Source: an optimization exercise on an open RTL-to-GDS flow (aim: small area, a short achievable clock period and few clock cycles per item). Production flows keep margins and buffers that such runs may drop. RTL that was checked went through simulation tests only; none was proved equivalent to the original. Power and IR drop assume default switching activity.

## run 1
==> flow/design.v <==
`default_nettype none
package spq_pkg;
   localparam int CAPACITY  = 16;
   localparam int TAG_WIDTH = 16;
   localparam int TAG_IN_W    = 16;
   localparam int PRIO_W      = 32;
   localparam int STATUS_W    = 2;
   localparam int COUNT_OUT_W = 5;
   localparam int STORED_TAG_W = (TAG_WIDTH < TAG_IN_W) ? TAG_WIDTH : TAG_IN_W;
   localparam int ADDR_W = $clog2(CAPACITY);
   localparam int CNT_W  = $clog2(CAPACITY + 1);
   localparam logic [CNT_W-1:0] CAP_CNT = CNT_W'(CAPACITY);
   localparam logic ACT_ENQ = 1'b0;
   localparam logic ACT_DEQ = 1'b1;
   localparam logic [STATUS_W-1:0] STATUS_OK    = 2'd0;
   localparam logic [STATUS_W-1:0] STATUS_EMPTY = 2'd1;
   localparam logic [STATUS_W-1:0] STATUS_FULL  = 2'd2;
endpackage
`default_nettype wire
`default_nettype none
import spq_pkg::*;
module sorted_priority_queue_unit (
   input  wire logic                   clock,
   input  wire logic                   reset,
   input  wire logic                   req_valid,
   output wire logic                   req_ready,
   input  wire logic                   req_action,
   input  wire logic [15:0]            req_item_tag,
   input  wire logic [31:0]            req_priority,
   output wire logic                   rsp_valid,
   input  wire logic                   rsp_ready,
   output wire logic [15:0]            rsp_out_tag,
   output wire logic [31:0]            rsp_out_priority,
   output wire logic                   rsp_out_valid,
   output wire logic [1:0]             rsp_status,
   output wire logic [4:0]             rsp_entry_count
);
   localparam int N = CAPACITY;
   logic                    a_valid;
   logic                    a_act;
   logic [STORED_TAG_W-1:0] a_tag;
   logic [PRIO_W-1:0]       a_prio;
   logic [PRIO_W-1:0]       a_prio_n;    
   logic                    a_room;      
   logic                    b_enq_ok;
   logic                    b_deq_ok;
   logic [STORED_TAG_W-1:0] b_tag;
   logic [PRIO_W-1:0]       b_prio;
   logic [N-1:0]            b_cmp;
   logic                    b_cmp_x;
   logic [CNT_W-1:0]        b_pcnt;
   logic                    p_enq;
   logic                    p_deq;
   logic [N-1:0]            p_ge;
   logic [CNT_W-1:0]        cnt;
   logic                    o_valid;
   logic                    o_found;
   logic [STATUS_W-1:0]     o_status;
   logic [COUNT_OUT_W-1:0]  o_count;
   logic [TAG_IN_W-1:0]     o_tag;
   logic [PRIO_W-1:0]       o_prio;
   logic [PRIO_W-1:0]       s_prio [N];
   logic [STORED_TAG_W-1:0] s_tag  [N];
   logic move, take, o_free, a_free;
   logic [N-1:0] p_hold, p_new, p_left, p_right;
   logic [N-1:0] sel_hold, sel_new, sel_left, sel_right;
   logic [N-1:0] cmp, ge;
   logic cmp_x, a_enq_ok, a_deq_ok, a_full, a_empty;
   logic [STATUS_W-1:0] a_status;
   logic [CNT_W-1:0] a_cnt;
   assign o_free    = !o_valid || rsp_ready;
   assign move      = a_valid && o_free;
   assign a_free    = !a_valid || o_free;
   assign req_ready = a_room || rsp_ready;
   assign take      = req_valid && a_free;
   always_comb begin
      for (int i = 0; i < N; i++) begin
         cmp[i] = s_prio[i] >= ~a_prio_n;
      end
      cmp_x    = b_prio >= ~a_prio_n;
      a_full   = cnt == CAP_CNT;
      a_empty  = cnt == '0;
      a_enq_ok = a_act == ACT_ENQ && !a_full;
      a_deq_ok = a_act == ACT_DEQ && !a_empty;
      a_status = (a_act == ACT_ENQ && a_full) ? STATUS_FULL :
                 ((a_act == ACT_DEQ && a_empty) ? STATUS_EMPTY : STATUS_OK);
      a_cnt    = a_enq_ok ? cnt + CNT_W'(1) : (a_deq_ok ? cnt - CNT_W'(1) : cnt);
   end
   always_comb begin
      for (int i = 0; i < N; i++) begin
         p_right[i] = p_deq;
         p_new[i]   = p_enq && !p_ge[i] && (i == 0 || p_ge[(i + N - 1) % N]);
         p_left[i]  = p_enq && !p_ge[i] && (i != 0 && !p_ge[(i + N - 1) % N]);
         p_hold[i]  = !(p_right[i] || p_new[i] || p_left[i]);
      end
      for (int i = 0; i < N; i++) begin
         ge[i] = ((p_hold[i] && b_cmp[i])
                  || (p_new[i] && b_cmp_x)
                  || (p_left[i] && i > 0 && b_cmp[(i + N - 1) % N])
                  || (p_right[i] && i < N - 1 && b_cmp[(i + 1) % N]))
                 && CNT_W'(i) < b_pcnt;
      end
      for (int i = 0; i < N; i++) begin
         sel_right[i] = b_deq_ok;
         sel_new[i]   = b_enq_ok && !ge[i] && (i == 0 || ge[(i + N - 1) % N]);
         sel_left[i]  = b_enq_ok && !ge[i] && (i != 0 && !ge[(i + N - 1) % N]);
         sel_hold[i]  = !(sel_right[i] || sel_new[i] || sel_left[i]);
      end
   end
   logic [PRIO_W-1:0]       h_prio;
   logic [STORED_TAG_W-1:0] h_tag;
   always_comb begin
      h_prio = ({PRIO_W{sel_hold[0]}} & s_prio[0])
             | ({PRIO_W{sel_new[0]}}  & b_prio)
             | ({PRIO_W{sel_right[0]}} & s_prio[1]);
      h_tag  = ({STORED_TAG_W{sel_hold[0]}} & s_tag[0])
             | ({STORED_TAG_W{sel_new[0]}}  & b_tag)
             | ({STORED_TAG_W{sel_right[0]}} & s_tag[1]);
   end
   always_ff @(posedge clock) begin
      for (int i = 0; i < N; i++) begin
         s_prio[i] <= ({PRIO_W{sel_hold[i]}} & s_prio[i])
                    | ({PRIO_W{sel_new[i]}}  & b_prio)
                    | ({PRIO_W{sel_left[i]}} & s_prio[(i + N - 1) % N])
                    | ({PRIO_W{sel_right[i] && i < N - 1}} & s_prio[(i + 1) % N]);
         s_tag[i]  <= ({STORED_TAG_W{sel_hold[i]}} & s_tag[i])
                    | ({STORED_TAG_W{sel_new[i]}}  & b_tag)
                    | ({STORED_TAG_W{sel_left[i]}} & s_tag[(i + N - 1) % N])
                    | ({STORED_TAG_W{sel_right[i] && i < N - 1}} & s_tag[(i + 1) % N]);
      end
   end
   always_ff @(posedge clock) begin
      if (reset) begin
         a_valid <= 1'b0;
         b_enq_ok <= 1'b0;
         b_deq_ok <= 1'b0;
         o_valid <= 1'b0;
         a_room  <= 1'b1;
         cnt     <= '0;
      end else begin
         if (take) a_valid <= 1'b1;
         else if (move) a_valid <= 1'b0;
         b_enq_ok <= move && a_enq_ok;
         b_deq_ok <= move && a_deq_ok;
         if (move) o_valid <= 1'b1;
         else if (rsp_ready) o_valid <= 1'b0;
         a_room <= !(take || (a_valid && !move)) || !(move || (o_valid && !rsp_ready));
         if (move) cnt <= a_cnt;
      end
      if (a_free) begin
         a_act  <= req_action;
         a_tag  <= req_item_tag[STORED_TAG_W-1:0];
         a_prio   <= req_priority;
         a_prio_n <= ~req_priority;
      end
      if (move) begin
         o_tag    <= a_deq_ok ? TAG_IN_W'(h_tag) : '0;
         o_prio   <= a_deq_ok ? h_prio : '0;
         o_found  <= a_deq_ok;
         o_status <= a_status;
         o_count  <= COUNT_OUT_W'(a_cnt);
      end
      b_tag   <= a_tag;
      b_prio  <= a_prio;
      b_cmp   <= cmp;
      b_cmp_x <= cmp_x;
      b_pcnt  <= cnt;
      p_enq   <= b_enq_ok;
      p_deq   <= b_deq_ok;
      p_ge    <= ge;
   end
   assign rsp_valid        = o_valid;
   assign rsp_out_tag      = o_tag;
   assign rsp_out_priority = o_prio;
   assign rsp_out_valid    = o_found;
   assign rsp_status       = o_status;
   assign rsp_entry_count  = o_count;
endmodule
`default_nettype wire
export LEC_CHECK = 0
export CAP_MARGIN = 20
export CORE_MARGIN = 2
export CORE_UTILIZATION = 75
export CTS_BUF_LIST = sky130_fd_sc_hd__clkbuf_8
export SETUP_SLACK_MARGIN = 3.0
export SLEW_MARGIN = 20
export TNS_END_PERCENT = 5
create_clock -name core_clock -period 5.5 [get_ports {clock}]
standard.sh (not shown) runs the stock make flow with config.mk's settings and CLKGATE_MAP_FILE= SYNTH_SCRIPT=/design/flow/synth_recipe.tcl, a recipe that flattens the netlist after the stock synthesis.
==> flow/flow/run.sh <==
#!/bin/bash
# Layout flow: the standard flow, with the port buffers made from
# sky130_fd_sc_hd__buf_4 instead of the delay buffer buffer_ports picks by
# default, so that repair can size them. Synthesis is the standard one.
set -euo pipefail
bash standard.sh synth > synth.log 2>&1
bash standard.sh "BUFFER_PORTS_ARGS=-buffer_cell sky130_fd_sc_hd__buf_4" finish > layout.log 2>&1
Testbench counts of run 1, summed over its fixed seeds: cycles 4,816, items 4,800.
For run 2, these inputs were changed with respect to run 1:
diff --git a/flow/design.v b/flow/design.v
--- a/flow/design.v
+++ b/flow/design.v
@@ -37,14 +37,12 @@
 );
    localparam int N = CAPACITY;
    logic                    a_valid;
    logic                    a_act;
    logic [STORED_TAG_W-1:0] a_tag;
    logic [PRIO_W-1:0]       a_prio;
-   logic [PRIO_W-1:0]       a_prio_n;    
-   logic                    a_room;      
    logic                    b_enq_ok;
    logic                    b_deq_ok;
    logic [STORED_TAG_W-1:0] b_tag;
    logic [PRIO_W-1:0]       b_prio;
    logic [N-1:0]            b_cmp;
    logic                    b_cmp_x;
@@ -68,19 +66,19 @@
    logic cmp_x, a_enq_ok, a_deq_ok, a_full, a_empty;
    logic [STATUS_W-1:0] a_status;
    logic [CNT_W-1:0] a_cnt;
    assign o_free    = !o_valid || rsp_ready;
    assign move      = a_valid && o_free;
    assign a_free    = !a_valid || o_free;
-   assign req_ready = a_room || rsp_ready;
+   assign req_ready = a_free;
    assign take      = req_valid && a_free;
    always_comb begin
       for (int i = 0; i < N; i++) begin
-         cmp[i] = s_prio[i] >= ~a_prio_n;
+         cmp[i] = s_prio[i] >= a_prio;
       end
-      cmp_x    = b_prio >= ~a_prio_n;
+      cmp_x    = b_prio >= a_prio;
       a_full   = cnt == CAP_CNT;
       a_empty  = cnt == '0;
       a_enq_ok = a_act == ACT_ENQ && !a_full;
       a_deq_ok = a_act == ACT_DEQ && !a_empty;
       a_status = (a_act == ACT_ENQ && a_full) ? STATUS_FULL :
                  ((a_act == ACT_DEQ && a_empty) ? STATUS_EMPTY : STATUS_OK);
@@ -132,29 +130,26 @@
    always_ff @(posedge clock) begin
       if (reset) begin
          a_valid <= 1'b0;
          b_enq_ok <= 1'b0;
          b_deq_ok <= 1'b0;
          o_valid <= 1'b0;
-         a_room  <= 1'b1;
          cnt     <= '0;
       end else begin
          if (take) a_valid <= 1'b1;
          else if (move) a_valid <= 1'b0;
          b_enq_ok <= move && a_enq_ok;
          b_deq_ok <= move && a_deq_ok;
          if (move) o_valid <= 1'b1;
          else if (rsp_ready) o_valid <= 1'b0;
-         a_room <= !(take || (a_valid && !move)) || !(move || (o_valid && !rsp_ready));
          if (move) cnt <= a_cnt;
       end
       if (a_free) begin
          a_act  <= req_action;
          a_tag  <= req_item_tag[STORED_TAG_W-1:0];
-         a_prio   <= req_priority;
-         a_prio_n <= ~req_priority;
+         a_prio <= req_priority;
       end
       if (move) begin
          o_tag    <= a_deq_ok ? TAG_IN_W'(h_tag) : '0;
          o_prio   <= a_deq_ok ? h_prio : '0;
          o_found  <= a_deq_ok;
          o_status <= a_status;
Routed wire length deteriorates in run 2 relative to run 1. Taking run 1 as the reference, in run 2 complex-gate fraction of the synthesized area saw an increase, power dissipated in combinational cells saw an increase. Compared with run 1, run 2 shows a lower flip-flop and latch count after synthesis. Between run 1 and run 2, critical path depth decreased. Compared to run 1, run 2 shows a wider setup margin. The all-layer global routing usage in run 2 sits 1.4 points above the value recorded for run 1. Compared run 2 vs run 1, and number of distinct standard cells referenced by the synthesized netlist is down in run 2.
Testbench counts of run 2, summed over its fixed seeds: cycles 4,816, items 4,800.

* * *

Setup of v6:
sorted_priority_queue_unit, a different RTL version from the one above (not shown whole).
Size in the first run: roughly 940 flip-flops, roughly 110 I/O pins, roughly 50,000 µm² of cells after synthesis.
==> module sorted_priority_queue_unit, before the edit <==
module sorted_priority_queue_unit (
   input  wire logic                   clock,
   input  wire logic                   reset,
   input  wire logic                   req_valid,
   output wire logic                   req_ready,
   input  wire logic                   req_action,
   input  wire logic [15:0]            req_item_tag,
   input  wire logic [31:0]            req_priority,
   output wire logic                   rsp_valid,
   input  wire logic                   rsp_ready,
   output wire logic [15:0]            rsp_out_tag,
   output wire logic [31:0]            rsp_out_priority,
   output wire logic                   rsp_out_valid,
   output wire logic [1:0]             rsp_status,
   output wire logic [4:0]             rsp_entry_count
);
   localparam int N = CAPACITY;
   logic                    z_valid;
   logic                    z_act;
   logic [STORED_TAG_W-1:0] z_tag;
   logic [PRIO_W-1:0]       z_prio;
   logic                    a_valid;
   logic                    a_act;
   logic [STORED_TAG_W-1:0] a_tag;
   logic [PRIO_W-1:0]       a_prio;
   logic                    b_valid;
   logic                    b_enq_ok;
   logic                    b_deq_ok;
   logic [STATUS_W-1:0]     b_status;
   logic [STORED_TAG_W-1:0] b_tag;
   logic [PRIO_W-1:0]       b_prio;
   logic [N-1:0]            b_ge;
   logic [CNT_W-1:0]        cnt;
   logic [PRIO_W-1:0]       s_prio [N];
   logic [STORED_TAG_W-1:0] s_tag  [N];
   logic apply, move, take, b_free, a_free;
   logic [N-1:0] sel_hold, sel_new, sel_left, sel_right;
   logic [N-1:0] cmp, ge;
   logic cmp_x, a_enq_ok, a_deq_ok, a_full, a_empty;
   logic [STATUS_W-1:0] a_status;
   logic [CNT_W-1:0] a_cnt;
   assign req_ready = !z_valid;
   assign take      = req_valid && !z_valid;
   assign b_free    = !b_valid || rsp_ready;
   assign apply     = b_valid && rsp_ready;
   assign move      = a_valid && b_free;
   assign a_free    = !a_valid || b_free;
   always_comb begin
      for (int i = 0; i < N; i++) begin
         sel_right[i] = apply && b_deq_ok;
         sel_new[i]   = apply && b_enq_ok && !b_ge[i] && (i == 0 || b_ge[(i + N - 1) % N]);
         sel_left[i]  = apply && b_enq_ok && !b_ge[i] && (i != 0 && !b_ge[(i + N - 1) % N]);
         sel_hold[i]  = !(sel_right[i] || sel_new[i] || sel_left[i]);
      end
   end
   always_comb begin
      for (int i = 0; i < N; i++) begin
         cmp[i] = s_prio[i] >= a_prio;
      end
      cmp_x = b_prio >= a_prio;
      for (int i = 0; i < N; i++) begin
         ge[i] = ((sel_hold[i] && cmp[i])
                  || (sel_new[i] && cmp_x)
                  || (sel_left[i] && i > 0 && cmp[(i + N - 1) % N])
                  || (sel_right[i] && i < N - 1 && cmp[(i + 1) % N]))
                 && CNT_W'(i) < cnt;
      end
      a_full   = cnt == CAP_CNT;
      a_empty  = cnt == '0;
      a_enq_ok = a_act == ACT_ENQ && !a_full;
      a_deq_ok = a_act == ACT_DEQ && !a_empty;
      a_status = (a_act == ACT_ENQ && a_full) ? STATUS_FULL :
                 ((a_act == ACT_DEQ && a_empty) ? STATUS_EMPTY : STATUS_OK);
      a_cnt    = a_enq_ok ? cnt + CNT_W'(1) : (a_deq_ok ? cnt - CNT_W'(1) : cnt);
   end
   always_ff @(posedge clock) begin
      for (int i = 0; i < N; i++) begin
         s_prio[i] <= ({PRIO_W{sel_hold[i]}} & s_prio[i])
                    | ({PRIO_W{sel_new[i]}}  & b_prio)
                    | ({PRIO_W{sel_left[i]}} & s_prio[(i + N - 1) % N])
                    | ({PRIO_W{sel_right[i] && i < N - 1}} & s_prio[(i + 1) % N]);
         s_tag[i]  <= ({STORED_TAG_W{sel_hold[i]}} & s_tag[i])
                    | ({STORED_TAG_W{sel_new[i]}}  & b_tag)
                    | ({STORED_TAG_W{sel_left[i]}} & s_tag[(i + N - 1) % N])
                    | ({STORED_TAG_W{sel_right[i] && i < N - 1}} & s_tag[(i + 1) % N]);
      end
   end
   always_ff @(posedge clock) begin
      if (reset) begin
         z_valid <= 1'b0;
         a_valid <= 1'b0;
         b_valid <= 1'b0;
         cnt     <= '0;
      end else begin
         if (z_valid) begin
            if (a_free) z_valid <= 1'b0;
         end else if (take && !a_free) begin
            z_valid <= 1'b1;
         end
         if (z_valid || take) begin
            if (a_free) a_valid <= 1'b1;
         end else if (move) begin
            a_valid <= 1'b0;
         end
         if (move) b_valid <= 1'b1;
         else if (apply) b_valid <= 1'b0;
         if (move) cnt <= a_cnt;
      end
      if (take && !a_free) begin
         z_act  <= req_action;
         z_tag  <= req_item_tag[STORED_TAG_W-1:0];
         z_prio <= req_priority;
      end
      if (a_free) begin
         if (z_valid) begin
            a_act  <= z_act;
            a_tag  <= z_tag;
            a_prio <= z_prio;
         end else begin
            a_act  <= req_action;
            a_tag  <= req_item_tag[STORED_TAG_W-1:0];
            a_prio <= req_priority;
         end
      end
      if (move) begin
         b_enq_ok <= a_enq_ok;
         b_deq_ok <= a_deq_ok;
         b_status <= a_status;
         b_tag    <= a_tag;
         b_prio   <= a_prio;
         b_ge     <= ge;
      end
   end
   assign rsp_valid        = b_valid;
   assign rsp_out_tag      = b_deq_ok ? TAG_IN_W'(s_tag[0]) : '0;
   assign rsp_out_priority = b_deq_ok ? s_prio[0] : '0;
   assign rsp_out_valid    = b_deq_ok;
   assign rsp_status       = b_status;
   assign rsp_entry_count  = COUNT_OUT_W'(cnt);
endmodule
Settings: LEC_CHECK=0, CAP_MARGIN=20, CORE_MARGIN=2, CORE_UTILIZATION=65, SETUP_SLACK_MARGIN=1.5, SLEW_MARGIN=20; clock period 5.5 ns.
run.sh (not shown) runs the stock make flow with config.mk's settings and CLKGATE_MAP_FILE= SYNTH_SCRIPT=/design/flow/synth_recipe.tcl, a recipe that flattens the netlist after the stock synthesis.
Stock flow here: none of the scripts above is used.
v6 finished every step from synthesis to the final layout, and the layout passed the timing, design-rule and antenna checks.
Inputs modified between v6 and v7:
-- flow/design.v --
<<< v6, line 51
   logic [STORED_TAG_W-1:0] b_tag;
   logic [PRIO_W-1:0]       b_prio;
   logic [N-1:0]            b_ge;
   logic [CNT_W-1:0]        cnt;
   logic [PRIO_W-1:0]       s_prio [N];
   logic [STORED_TAG_W-1:0] s_tag  [N];
   logic apply, move, take, b_free, a_free;
   logic [N-1:0] sel_hold, sel_new, sel_left, sel_right;
   logic [N-1:0] cmp, ge;
>>> v7, line 51
   logic [STORED_TAG_W-1:0] b_tag;
   logic [PRIO_W-1:0]       b_prio;
   logic [N-1:0]            b_cmp;
   logic                    b_cmp_x;
   logic [CNT_W-1:0]        b_pcnt;
   logic                    p_enq;
   logic                    p_deq;
   logic [N-1:0]            p_ge;
   logic [CNT_W-1:0]        cnt;
   logic [PRIO_W-1:0]       s_prio [N];
   logic [STORED_TAG_W-1:0] s_tag  [N];
   logic apply, move, take, b_free, a_free;
   logic [N-1:0] p_hold, p_new, p_left, p_right;
   logic [N-1:0] sel_hold, sel_new, sel_left, sel_right;
   logic [N-1:0] cmp, ge;
<<< v6, line 69
   always_comb begin
      for (int i = 0; i < N; i++) begin
         sel_right[i] = apply && b_deq_ok;
         sel_new[i]   = apply && b_enq_ok && !b_ge[i] && (i == 0 || b_ge[(i + N - 1) % N]);
         sel_left[i]  = apply && b_enq_ok && !b_ge[i] && (i != 0 && !b_ge[(i + N - 1) % N]);
         sel_hold[i]  = !(sel_right[i] || sel_new[i] || sel_left[i]);
      end
   end
   always_comb begin
      for (int i = 0; i < N; i++) begin
         cmp[i] = s_prio[i] >= a_prio;
      end
      cmp_x = b_prio >= a_prio;
      for (int i = 0; i < N; i++) begin
         ge[i] = ((sel_hold[i] && cmp[i])
                  || (sel_new[i] && cmp_x)
                  || (sel_left[i] && i > 0 && cmp[(i + N - 1) % N])
                  || (sel_right[i] && i < N - 1 && cmp[(i + 1) % N]))
                 && CNT_W'(i) < cnt;
      end
      a_full   = cnt == CAP_CNT;
      a_empty  = cnt == '0;
>>> v7, line 75
   always_comb begin
      for (int i = 0; i < N; i++) begin
         cmp[i] = s_prio[i] >= a_prio;
      end
      cmp_x    = b_prio >= a_prio;
      a_full   = cnt == CAP_CNT;
      a_empty  = cnt == '0;
<<< v6, line 94
                 ((a_act == ACT_DEQ && a_empty) ? STATUS_EMPTY : STATUS_OK);
      a_cnt    = a_enq_ok ? cnt + CNT_W'(1) : (a_deq_ok ? cnt - CNT_W'(1) : cnt);
   end
   always_ff @(posedge clock) begin
>>> v7, line 85
                 ((a_act == ACT_DEQ && a_empty) ? STATUS_EMPTY : STATUS_OK);
      a_cnt    = a_enq_ok ? cnt + CNT_W'(1) : (a_deq_ok ? cnt - CNT_W'(1) : cnt);
   end
   always_comb begin
      for (int i = 0; i < N; i++) begin
         p_right[i] = p_deq;
         p_new[i]   = p_enq && !p_ge[i] && (i == 0 || p_ge[(i + N - 1) % N]);
         p_left[i]  = p_enq && !p_ge[i] && (i != 0 && !p_ge[(i + N - 1) % N]);
         p_hold[i]  = !(p_right[i] || p_new[i] || p_left[i]);
      end
      for (int i = 0; i < N; i++) begin
         ge[i] = ((p_hold[i] && b_cmp[i])
                  || (p_new[i] && b_cmp_x)
                  || (p_left[i] && i > 0 && b_cmp[(i + N - 1) % N])
                  || (p_right[i] && i < N - 1 && b_cmp[(i + 1) % N]))
                 && CNT_W'(i) < b_pcnt;
      end
      for (int i = 0; i < N; i++) begin
         sel_right[i] = apply && b_deq_ok;
         sel_new[i]   = apply && b_enq_ok && !ge[i] && (i == 0 || ge[(i + N - 1) % N]);
         sel_left[i]  = apply && b_enq_ok && !ge[i] && (i != 0 && !ge[(i + N - 1) % N]);
         sel_hold[i]  = !(sel_right[i] || sel_new[i] || sel_left[i]);
      end
   end
   always_ff @(posedge clock) begin
<<< v6, line 150
         b_tag    <= a_tag;
         b_prio   <= a_prio;
         b_ge     <= ge;
      end
   end
>>> v7, line 162
         b_tag    <= a_tag;
         b_prio   <= a_prio;
         b_cmp    <= cmp;
         b_cmp_x  <= cmp_x;
         b_pcnt   <= cnt;
         p_enq    <= apply && b_enq_ok;
         p_deq    <= apply && b_deq_ok;
         p_ge     <= ge;
      end
   end
==> comparison <==
- Note that the area of the die recorded for v7 amounts to 1.07 times the value seen in v6.
- When v7 is measured against v6, its critical path depth turns out 1 lower.
- In the metrics for v6 and v7, the one carrying the lower fraction of standard cell area that is sequential is v7.
- Going from v6 to v7, total clock buffers created by CTS increased about 1%, reg2reg setup slack essentially unchanged, minimum setup slack in the final design ~0 delta, fraction of power consumed by combinational cells up 6.9 points.
- The higher delay of the slowest cell on the worst path of v6 and v7 is in v7.
Function was not checked in any run of this note: the RTL went through the layout flow alone.

afterwards: timing with drivers on the ports:
How much do the figures lean on ideal ports? The routed layouts below were timed once more, with nothing changed but the port constraints. Step 1 sets driving cells, clkbuf_16 on the clock port and buf_2 on the other inputs (assumed; they add their load-dependent delay and slew). Step 2 also shifts input and output timing later by t, the mid clock arrival at the registers, as if the neighbouring blocks saw the same clock. Three values: ideal, step 1, step 2; two values: the first two.
| run | t (ns) | setup slack, ns | slew at the worst register clock pin (ns) | worst slew at a driven data input, ns |
|---|---|---|---|---|
| run 1 | 0.893 | 2.511 / 2.511 / 2.511 | 0.07 / 0.07 | 0.05 |
| run 2 | 0.907 | 2.623 / 2.623 / 1.941 | 0.07 / 0.07 | 0.05 |
| v6 | 0.748 | 1.602 / 1.602 / 1.306 | 0.07 / 0.07 | 0.08 |
| v7 | 0.752 | 1.603 / 1.603 / 0.917 | 0.07 / 0.07 | 0.08 |
After both steps every run listed still meets setup and hold. The setup slack of v7, which loses most, moves by 0.000 ns with the drivers and by -0.686 ns with both steps.
